Background: an optimization exercise with open tools, aiming at small area and a short achievable clock period. Do not read the settings as production practice.
At most, simulation tests tie the RTL to the original design; equivalence was not proved.

==> 11-28 <==
Design musb_mult_accum, start of the top module:
module musb_mult_accum #(
  parameter int WIDTH = 32
) (
  input  logic                 clk,
  input  logic                 rst,
  input  logic [WIDTH-1:0]     input_a,
  input  logic [WIDTH-1:0]     input_b,
  input  logic [2*WIDTH-1:0]   accum_in,
  input  logic                 signed_operation,
  input  logic [1:0]           op,
  input  logic                 enable_op,
  input  logic                 stall,
  input  logic                 flush,
  output logic [2*WIDTH-1:0]   mult_result,
  output logic                 active,
  output logic                 ready
);
Settings: LEC_CHECK=0, CAP_MARGIN=20, CORE_MARGIN=2, CORE_UTILIZATION=40, SETUP_SLACK_MARGIN=4.8, SLEW_MARGIN=20, SYNTH_HIERARCHICAL=1, SYNTH_MINIMUM_KEEP_SIZE=0; clock period 8.0 ns.
run.sh (not shown) runs the stock make flow with config.mk's settings and CLKGATE_MAP_FILE= SYNTH_SCRIPT=/design/flow/synth_recipe.tcl, a recipe that flattens the netlist after the stock synthesis.
==> 09-12: changes against 11-28 <==
- SETUP_SLACK_MARGIN: 4.8 -> 4.5
==> 07-05: changes against 11-28 <==
--- a/flow/design.v
+++ b/flow/design.v
@@ -13,15 +13,15 @@
   input  logic                 stall,
   input  logic                 flush,
   output logic [2*WIDTH-1:0]   mult_result,
   output logic                 active,
   output logic                 ready
 );
   logic w_adv;
-  assign w_adv = ~stall & ~flush;
+  assign w_adv = ~stall;
   logic        w_msub, w_acc_en;
   logic [33:0] w_b;
   logic [34:0] w_bx;
   logic [16:0] w_one, w_two, w_neg;
   logic [32:0] w_a;
   assign w_msub   = (op == 2'b10);
   assign w_acc_en = (op == 2'b01) | (op == 2'b10);
- CORE_UTILIZATION: 40 -> 60
- CTS_BUF_LIST: not set -> sky130_fd_sc_hd__clkbuf_8
- CTS_CLUSTER_SIZE: not set -> 30
==> 12-02: changes against 11-28 <==
--- a/flow/design.v
+++ b/flow/design.v
@@ -13,15 +13,15 @@
   input  logic                 stall,
   input  logic                 flush,
   output logic [2*WIDTH-1:0]   mult_result,
   output logic                 active,
   output logic                 ready
 );
   logic w_adv;
-  assign w_adv = ~stall & ~flush;
+  assign w_adv = ~stall;
   logic        w_msub, w_acc_en;
   logic [33:0] w_b;
   logic [34:0] w_bx;
   logic [16:0] w_one, w_two, w_neg;
   logic [32:0] w_a;
   assign w_msub   = (op == 2'b10);
   assign w_acc_en = (op == 2'b01) | (op == 2'b10);
==> flow/flow/run.sh (new file) <==
#!/bin/bash
# The standard layout (the standard.sh, unchanged synthesis and steps), with
# one change: the buffer that placement puts on every input and output port is
# sky130_fd_sc_hd__buf_2 instead of the cell buffer_ports picks by default.
set -euo pipefail
export BUFFER_PORTS_ARGS="-buffer_cell sky130_fd_sc_hd__buf_2"
bash standard.sh > standard.log 2>&1
==> flow/standard.sh (new file) <==
#!/bin/bash
# synth_recipe.tcl (not shown) runs the flow's synth.tcl, then flattens the netlist and writes it again
# the make line also repeats each setting of config.mk as NAME=value (left out here)
make -C /OpenROAD-flow-scripts/flow DESIGN_CONFIG=/design/flow/config.mk WORK_HOME=/design/flow/orfs CLKGATE_MAP_FILE= SYNTH_SCRIPT=/design/flow/synth_recipe.tcl "${@:-finish}"
- SETUP_SLACK_MARGIN: 4.8 -> 4.5
removed: flow/run.sh
==> notes <==
- 12-02 ran to the end with no violations. 07-05 finished with timing, DRC and antenna clean. 09-12 ran to the end with no violations. 11-28 completed without violations.
- Between 09-12 and 12-02, the lower cell count is in 09-12 (gap about 0.5%, measured against 12-02).
- Non-clock buffer count, highest first: 11-28, 07-05, 09-12, 12-02.
- In fmax, 11-28 and 12-02 hardly differ.
- Global-route usage: 12-02 is lower than 07-05 (14 points).
- Via count, highest first: 07-05, 11-28, 12-02, 09-12.
- Die area is the same in 11-28 and 09-12.
- Of 09-12 and 12-02, 12-02 has the higher synthesized area (gap about 1.9%, measured against 12-02).
- Against 07-05, the register-to-register slack of 12-02 is worse by 0.04 ns.
- Against 07-05, the setup slack of 09-12 is worse by 0.053 ns.
For 07-05 and 12-02, only the layout was checked, not whether the RTL still works.

-- separate check: timing with driven ports --
In the flow no input, the clock included, has a driving cell. The finished layouts below were timed again as built, in two steps. Step 1 sets driving cells, clkbuf_16 on the clock port and buf_2 on the other inputs (assumed; they add their load-dependent delay and slew). Step 2 times the ports against the registers' clock, not the clock port: input delays grow and output delays shrink by t, the midpoint of the rising clock arrivals with the driver on. a / b / c = no drivers / after step 1 / after step 2; a / b = the first two.
run	t, ns	setup WS [ns]	worst hold slack (ns)	worst setup path after step 2	worst slew at a driven data input, ns
11-28	0.767	4.529 / 4.529 / 4.153	0.421 / 0.421 / 0.421	input to register	0.06
09-12	0.737	4.523 / 4.523 / 3.957	0.426 / 0.426 / 0.426	input to register	0.05
07-05	0.789	4.576 / 4.537 / 4.432	0.425 / 0.425 / 0.425	input to register	0.08
12-02	0.745	4.531 / 4.531 / 4.074	0.419 / 0.419 / 0.419	input to register	0.05
After both steps setup and hold are still met in every run listed. For 09-12, which loses most, drivers alone change the setup slack by 0.000 ns; drivers and shift together by -0.566 ns.
